This is an optimization exercise on Yosys and OpenROAD, whose aim is small area and a short achievable clock period, not a production implementation. RTL that was checked went through simulation tests only; none was proved equivalent to the original. No activity file was given, so power comes from the tool's default toggle rates.

==> flow/design.v <==
module fp_result_drain #(
  parameter int BIT_VEC_SIZE = 128,
  parameter int BIT_VEC_SIZE_LOG = 7,
  parameter int INPUTS = 2,
  parameter int FIFO_DEPTH = 4,
  parameter int LANE_W = (INPUTS > 1) ? $clog2(INPUTS) : 1
) (
  input logic clk,
  input logic rst,
  input logic [INPUTS-1:0][BIT_VEC_SIZE-1:0] in,
  input logic [INPUTS-1:0] valid_in,
  output logic [BIT_VEC_SIZE_LOG-1:0] id_out,
  output logic [LANE_W-1:0] lane_out,
  output logic last_out,
  output logic valid_out,
  input logic ready_in,
  output logic overflow,
  output logic busy,
  output logic [BIT_VEC_SIZE_LOG:0] count_out,
  output logic count_valid
);
  localparam int N = BIT_VEC_SIZE;
  localparam int LG = BIT_VEC_SIZE_LOG;
  logic [1:0][N-1:0] head_q;
  logic [1:0][2:0][N-1:0] mem_q;
  logic [1:0][2:0] wp_q, rp_q;    
  logic [1:0][3:0] t_q;           
  logic rr_q;
  logic emit_q, has_q, last_q, cv_q, ovf_q, busy_q, lane_q;
  logic [LG-1:0] id_q;
  logic [N-1:0] rest_q;
  logic [LG:0] cnt_q;
  logic load_q, sel_q;
  logic [1:0] pop_q;        
  logic srest_q;            
  logic [1:0][2:0] ws_q;    
  logic [1:0] he_q;         
  logic [1:0][2:0] hr_q;    
  logic [1:0] hi_q;         
  logic [1:0] we, push, to_slot, refill;
  logic [1:0][3:0] t_d;
  logic [1:0][2:0] wp_d, rp_d;
  logic [1:0] ne_d, full_d, refill_d;
  logic rr_d, emit_d, any_d, load_d, sel_d, fin, upd, adv;
  logic [1:0] pop_d;
  always_comb begin
    fin = emit_q & (~has_q | (ready_in & last_q));
    emit_d = load_q | (emit_q & ~fin);
    rr_d = load_q ? ~sel_q : rr_q;
    for (int l = 0; l < 2; l++) begin
      we[l] = ~t_q[l][3] | pop_q[l];
      push[l] = valid_in[l] & we[l];
      to_slot[l] = push[l] & t_q[l][0] & (t_q[l][1] | ~pop_q[l]);
      refill[l] = pop_q[l] & t_q[l][1];
      case ({push[l], pop_q[l]})
        2'b10: t_d[l] = {t_q[l][2:0], 1'b1};
        2'b01: t_d[l] = {1'b0, t_q[l][3:1]};
        default: t_d[l] = t_q[l];
      endcase
      wp_d[l] = to_slot[l] ? {wp_q[l][1:0], wp_q[l][2]} : wp_q[l];
      rp_d[l] = refill[l] ? {rp_q[l][1:0], rp_q[l][2]} : rp_q[l];
      ne_d[l] = t_d[l][0];
      full_d[l] = t_d[l][3];
    end
    any_d = ne_d[0] | ne_d[1];
    load_d = ~emit_d & any_d;
    sel_d = ne_d[rr_d] ? rr_d : ~rr_d;
    for (int l = 0; l < 2; l++) begin
      pop_d[l] = load_d & (sel_d == l[0]);
      refill_d[l] = pop_d[l] & t_d[l][1];
    end
  end
  for (genvar l = 0; l < 2; l++) begin : g_lane
    for (genvar k = 0; k < 3; k++) begin : g_slot
      always_ff @(posedge clk)
        mem_q[l][k] <= (in[l] & {N{ws_q[l][k]}}) | (mem_q[l][k] & {N{~ws_q[l][k]}});
    end
    logic [N-1:0] refill_v;
    always_comb begin
      refill_v = in[l] & {N{hi_q[l]}};
      for (int k = 0; k < 3; k++) refill_v = refill_v | (mem_q[l][k] & {N{hr_q[l][k]}});
    end
    always_ff @(posedge clk)
      head_q[l] <= (refill_v & {N{he_q[l]}}) | (head_q[l] & {N{~he_q[l]}});
  end
  logic [N-1:0] src;
  assign src = (rest_q & {N{srest_q}}) | (head_q[0] & {N{pop_q[0]}}) |
               (head_q[1] & {N{pop_q[1]}});
  logic [N-1:0] pl [0:LG];
  assign pl[0] = src;
  for (genvar k = 0; k < LG; k++) begin : g_pfx
    for (genvar i = 0; i < N; i++) begin : g_bit
      if (i & (1 << k)) begin : g_or
        assign pl[k+1][i] = pl[k][i] | pl[k][((i >> k) << k) - 1];
      end else begin : g_pass
        assign pl[k+1][i] = pl[k][i];
      end
    end
  end
  logic [N-1:0] clr;
  assign clr = src & {pl[LG][N-2:0], 1'b0};
  logic [N-1:0] ta [0:LG];
  logic [N-1:0] tm [0:LG];
  logic [N-1:0][LG-1:0] tx [0:LG];
  assign ta[0] = src;
  assign tm[0] = '0;
  assign tx[0] = '0;
  for (genvar j = 0; j < LG; j++) begin : g_tree
    for (genvar i = 0; i < (N >> (j + 1)); i++) begin : g_node
      logic al, ar;
      assign al = ta[j][2*i];
      assign ar = ta[j][2*i+1];
      assign ta[j+1][i] = al | ar;
      assign tm[j+1][i] = tm[j][2*i] | tm[j][2*i+1] | (al & ar);
      if (j == 0) begin : g_leaf
        assign tx[j+1][i] = {{(LG-1){1'b0}}, ~al};
      end else begin : g_inner
        assign tx[j+1][i] = al ? tx[j][2*i] : (tx[j][2*i+1] | LG'(1 << j));
      end
    end
    for (genvar i = (N >> (j + 1)); i < N; i++) begin : g_unused
      assign ta[j+1][i] = 1'b0;
      assign tm[j+1][i] = 1'b0;
      assign tx[j+1][i] = '0;
    end
  end
  logic any, multi;
  logic [LG-1:0] idx;
  assign any = ta[LG][0];
  assign multi = tm[LG][0];
  assign idx = tx[LG][0];
  assign upd = load_q | ready_in;
  assign adv = has_q & ready_in;
  always_ff @(posedge clk)
    rest_q <= (clr & {N{upd}}) | (rest_q & {N{~upd}});
  always_ff @(posedge clk or negedge rst) begin
    if (!rst) begin
      id_q <= '0;
      last_q <= 1'b0;
      lane_q <= 1'b0;
      cnt_q <= '0;
    end else begin
      if (upd) begin
        id_q <= idx;
        last_q <= ~multi;
      end
      if (load_q) lane_q <= sel_q;
      if (load_q) cnt_q <= '0;
      else if (adv) cnt_q <= cnt_q + 1'b1;
    end
  end
  always_ff @(posedge clk or negedge rst) begin
    if (!rst) begin
      emit_q <= 1'b0;
      has_q <= 1'b0;
      cv_q <= 1'b0;
      ovf_q <= 1'b0;
      busy_q <= 1'b0;
      rr_q <= 1'b0;
      wp_q <= {3'b001, 3'b001};
      rp_q <= {3'b001, 3'b001};
      t_q <= '0;
      load_q <= 1'b0;
      sel_q <= 1'b0;
      pop_q <= '0;
      srest_q <= 1'b0;
      ws_q <= {3'b001, 3'b001};
      he_q <= 2'b11;
      hr_q <= '0;
      hi_q <= 2'b11;
    end else begin
      emit_q <= emit_d;
      has_q <= load_q ? any : (has_q & ~(ready_in & last_q));
      cv_q <= fin;
      ovf_q <= ovf_q | (valid_in[0] & ~we[0]) | (valid_in[1] & ~we[1]);
      busy_q <= any_d | emit_d;
      rr_q <= rr_d;
      wp_q <= wp_d;
      rp_q <= rp_d;
      t_q <= t_d;
      load_q <= load_d;
      sel_q <= sel_d;
      pop_q <= pop_d;
      srest_q <= emit_d;
      for (int l = 0; l < 2; l++) begin
        ws_q[l] <= wp_d[l] & {3{~full_d[l] | refill_d[l]}};
        he_q[l] <= pop_d[l] | ~ne_d[l];
        hr_q[l] <= rp_d[l] & {3{refill_d[l]}};
        hi_q[l] <= ~refill_d[l];
      end
    end
  end
  assign valid_out = has_q;
  assign id_out = id_q;
  assign lane_out = lane_q;
  assign last_out = last_q;
  assign overflow = ovf_q;
  assign busy = busy_q;
  assign count_out = cnt_q;
  assign count_valid = cv_q;
endmodule
module fp_result_drain_top (
  input  logic         clk,
  input  logic         rst,
  input  logic [255:0] in_vec,
  input  logic [1:0]   valid_in,
  input  logic         ready_in,
  output logic [6:0]   id_out,
  output logic         lane_out,
  output logic         last_out,
  output logic         valid_out,
  output logic         overflow,
  output logic         busy,
  output logic [7:0]   count_out,
  output logic         count_valid
);
  fp_result_drain #(.BIT_VEC_SIZE(128), .BIT_VEC_SIZE_LOG(7), .INPUTS(2), .FIFO_DEPTH(4))
    u_drain (
      .clk(clk), .rst(rst), .in(in_vec), .valid_in(valid_in), .id_out(id_out),
      .lane_out(lane_out), .last_out(last_out), .valid_out(valid_out), .ready_in(ready_in),
      .overflow(overflow), .busy(busy), .count_out(count_out), .count_valid(count_valid)
    );
endmodule
export LEC_CHECK = 0
export CAP_MARGIN = 20
export CORE_MARGIN = 2
export CORE_UTILIZATION = 60
export SLEW_MARGIN = 20
create_clock -name core_clock -period 12.0 [get_ports {clk}]
standard.sh (not shown) runs the stock make flow with config.mk's settings and CLKGATE_MAP_FILE= SYNTH_SCRIPT=/design/flow/synth_recipe.tcl, a recipe that flattens the netlist after the stock synthesis.
==> flow/flow/run.sh <==
#!/bin/bash
# Standard ORFS layout (the standard.sh, unchanged synthesis) with:
# - a tighter setup target for timing repair (SETUP_SLACK_MARGIN),
# - plain buf_1 cells as the port buffers,
# - a clock tree of clkbuf_8 cells, small sink clusters, no dummy loads.
# Full make output goes to flow_make.log in the work folder; ORFS's per-step logs stay
# under orfs/logs.
set -euo pipefail
MARGIN=8.5
TNS=0
CTS="-sink_clustering_enable -repair_clock_nets -buf_list sky130_fd_sc_hd__clkbuf_8"
CTS="$CTS -sink_clustering_size 16 -sink_clustering_max_diameter 50 -dont_use_dummy_load"
bash standard.sh \
  SETUP_SLACK_MARGIN=$MARGIN \
  TNS_END_PERCENT=$TNS \
  "BUFFER_PORTS_ARGS=-buffer_cell sky130_fd_sc_hd__buf_1" \
  "CTS_ARGS=$CTS" \
  finish > flow_make.log 2>&1
Next try:
--- a/flow/design.v
+++ b/flow/design.v
@@ -132,17 +132,16 @@
   assign upd = load_q | ready_in;
   assign adv = has_q & ready_in;
-  always_ff @(posedge clk)
+  always_ff @(posedge clk) begin
     rest_q <= (clr & {N{upd}}) | (rest_q & {N{~upd}});
+    if (upd) begin
+      id_q <= idx;
+      last_q <= ~multi;
+    end
+  end
   always_ff @(posedge clk or negedge rst) begin
     if (!rst) begin
-      id_q <= '0;
-      last_q <= 1'b0;
       lane_q <= 1'b0;
       cnt_q <= '0;
     end else begin
-      if (upd) begin
-        id_q <= idx;
-        last_q <= ~multi;
-      end
       if (load_q) lane_q <= sel_q;
       if (load_q) cnt_q <= '0;
Via count rises by 0.60%.
Worst setup slack degrades by 0.034 ns.
Design area rises by 0.48%.
Synthesized area is about the same.
Worst hold slack degrades by 0.039 ns.
Utilization rises by 0.21 points.
Synthesized cell count stays flat.
Critical path depth falls by 8.
Sequential cell count does not change.
Register-to-register slack degrades by 0.02 ns.
Total power rises by 3.3%.
Sequential power rises by about 0.9%.
Only the layout flow was run in the second run of this note; the RTL was not checked for function there.

========
Setup of the baseline:
Another version of the RTL of fp_result_drain_top (not shown whole).
Size: roughly 2700 cells after synthesis, about 1200 flip-flops, about 280 I/O pins, ~46000 sq um of cells after synthesis.
export LEC_CHECK = 0
export CAP_MARGIN = 20
export CORE_MARGIN = 2
export CORE_UTILIZATION = 60
export SLEW_MARGIN = 20
create_clock -name core_clock -period 12.0 [get_ports {clk}]
Scripts as last shown in full above: flow/flow/run.sh
The baseline did not stop at any stage, and its layout met the timing, DRC and antenna checks.
The following lists how the candidate was set up differently from the baseline:
-- flow/design.v --
<<< the baseline, line 93
  logic [N-1:0] clr;
  assign clr = src & {pl[LG][N-2:0], 1'b0};
  logic [31:0] a1, m1;
  logic [31:0][1:0] x1;
  logic [7:0] a2, m2;
  logic [7:0][3:0] x2;
  logic [1:0] a3, m3;
  logic [1:0][5:0] x3;
  for (genvar i = 0; i < 32; i++) begin : g_l1
    logic [3:0] c;
    assign c = src[4*i +: 4];
    assign a1[i] = |c;
    assign m1[i] = (c[0] & (c[1] | c[2] | c[3])) | (c[1] & (c[2] | c[3])) | (c[2] & c[3]);
    assign x1[i] = c[0] ? 2'd0 : c[1] ? 2'd1 : c[2] ? 2'd2 : 2'd3;
  end
  for (genvar i = 0; i < 8; i++) begin : g_l2
    logic [3:0] c, cm;
    assign c = a1[4*i +: 4];
    assign cm = m1[4*i +: 4];
    assign a2[i] = |c;
    assign m2[i] = (|cm) | (c[0] & (c[1] | c[2] | c[3])) | (c[1] & (c[2] | c[3])) | (c[2] & c[3]);
    assign x2[i] = c[0] ? {2'd0, x1[4*i]} : c[1] ? {2'd1, x1[4*i+1]} :
                   c[2] ? {2'd2, x1[4*i+2]} : {2'd3, x1[4*i+3]};
  end
  for (genvar i = 0; i < 2; i++) begin : g_l3
    logic [3:0] c, cm;
    assign c = a2[4*i +: 4];
    assign cm = m2[4*i +: 4];
    assign a3[i] = |c;
    assign m3[i] = (|cm) | (c[0] & (c[1] | c[2] | c[3])) | (c[1] & (c[2] | c[3])) | (c[2] & c[3]);
    assign x3[i] = c[0] ? {2'd0, x2[4*i]} : c[1] ? {2'd1, x2[4*i+1]} :
                   c[2] ? {2'd2, x2[4*i+2]} : {2'd3, x2[4*i+3]};
  end
  logic any, multi;
  logic [LG-1:0] idx;
  assign any = a3[0] | a3[1];
  assign multi = m3[0] | m3[1] | (a3[0] & a3[1]);
  assign idx = a3[0] ? {1'b0, x3[0]} : {1'b1, x3[1]};
  assign upd = load_q | ready_in;
  assign adv = has_q & ready_in;
>>> the candidate, line 93
  logic [N-1:0] clr;
  assign clr = src & {pl[LG][N-2:0], 1'b0};
  logic [N-1:0] ta [0:LG];
  logic [N-1:0] tm [0:LG];
  logic [N-1:0][LG-1:0] tx [0:LG];
  assign ta[0] = src;
  assign tm[0] = '0;
  assign tx[0] = '0;
  for (genvar j = 0; j < LG; j++) begin : g_tree
    for (genvar i = 0; i < (N >> (j + 1)); i++) begin : g_node
      logic al, ar;
      assign al = ta[j][2*i];
      assign ar = ta[j][2*i+1];
      assign ta[j+1][i] = al | ar;
      assign tm[j+1][i] = tm[j][2*i] | tm[j][2*i+1] | (al & ar);
      if (j == 0) begin : g_leaf
        assign tx[j+1][i] = {{(LG-1){1'b0}}, ~al};
      end else begin : g_inner
        assign tx[j+1][i] = al ? tx[j][2*i] : (tx[j][2*i+1] | LG'(1 << j));
      end
    end
    for (genvar i = (N >> (j + 1)); i < N; i++) begin : g_unused
      assign ta[j+1][i] = 1'b0;
      assign tm[j+1][i] = 1'b0;
      assign tx[j+1][i] = '0;
    end
  end
  logic any, multi;
  logic [LG-1:0] idx;
  assign any = ta[LG][0];
  assign multi = tm[LG][0];
  assign idx = tx[LG][0];
  assign upd = load_q | ready_in;
  assign adv = has_q & ready_in;
### Flow results
- Internal power of the cells, the candidate and the baseline: lower on the baseline
- Final critical path time including I/O delays and setup in the candidate vs the baseline: down 0.21 ns
- Average wire length per cell after detail routing delta for the candidate relative to the baseline: 2.8% higher
- Diff the baseline -> the candidate | combined area of the multi-input logic cells | increase of 810 sq um
- | number of buffers inserted by post-CTS setup repair | lower: the baseline |
- Looking at share of the final layout cell area in sequential cells, the candidate sits 0.56 points lower than the baseline does.
- Re power share of the combinational group: the candidate and the baseline aren't equal, and the lower value belongs to the baseline.
- Taking the baseline as the reference point, the area enclosed by the die boundary of the candidate rises by 1.7%.
- Summary of the candidate over the baseline: combined buffer and inverter count along the critical path lost 1, layout overhead on the synthesized area lost 0.98 points, synthesized cell count lost about 1%, cell area picked up an extra 460 sq um.
- Across both runs, final worst-path setup slack was higher for the candidate than for the baseline.
- In the candidate, relative slew slack is lower than in the baseline.
Function not checked in the baseline: the RTL went through the layout flow alone.

==> static timing again, ports no longer ideal <==
How much do the figures lean on ideal ports? The routed layouts below were timed once more, with nothing changed but the port constraints. Step 1 assumes that a clkbuf_16 drives the clock port and a buf_2 every other input. Step 2 adds t to the input delays and takes it off the output delays; t is the mean of the earliest and latest rising clock arrival at the registers after step 1. Input paths then give back, and output paths get back, about the clock's delay inside the block. a / b / c = ideal / step 1 / step 2; a / b = the first two.
run	t (ns)	setup WS [ns]	worst register clock-pin slew, ns	worst slew at a driven data input, ns
the first run of note 1	0.794	8.217 / 8.190 / 7.644	0.10 / 0.10	0.10
the second run of note 1	0.792	8.183 / 8.113 / 7.560	0.10 / 0.10	0.10
the baseline	0.800	7.878 / 7.878 / 7.361	0.10 / 0.10	0.12
the candidate	0.787	8.090 / 8.090 / 7.418	0.11 / 0.11	0.12
After both steps setup and hold are still met in every run listed. For the candidate, which loses most, drivers alone change the setup slack by 0.000 ns; drivers and shift together by -0.672 ns.
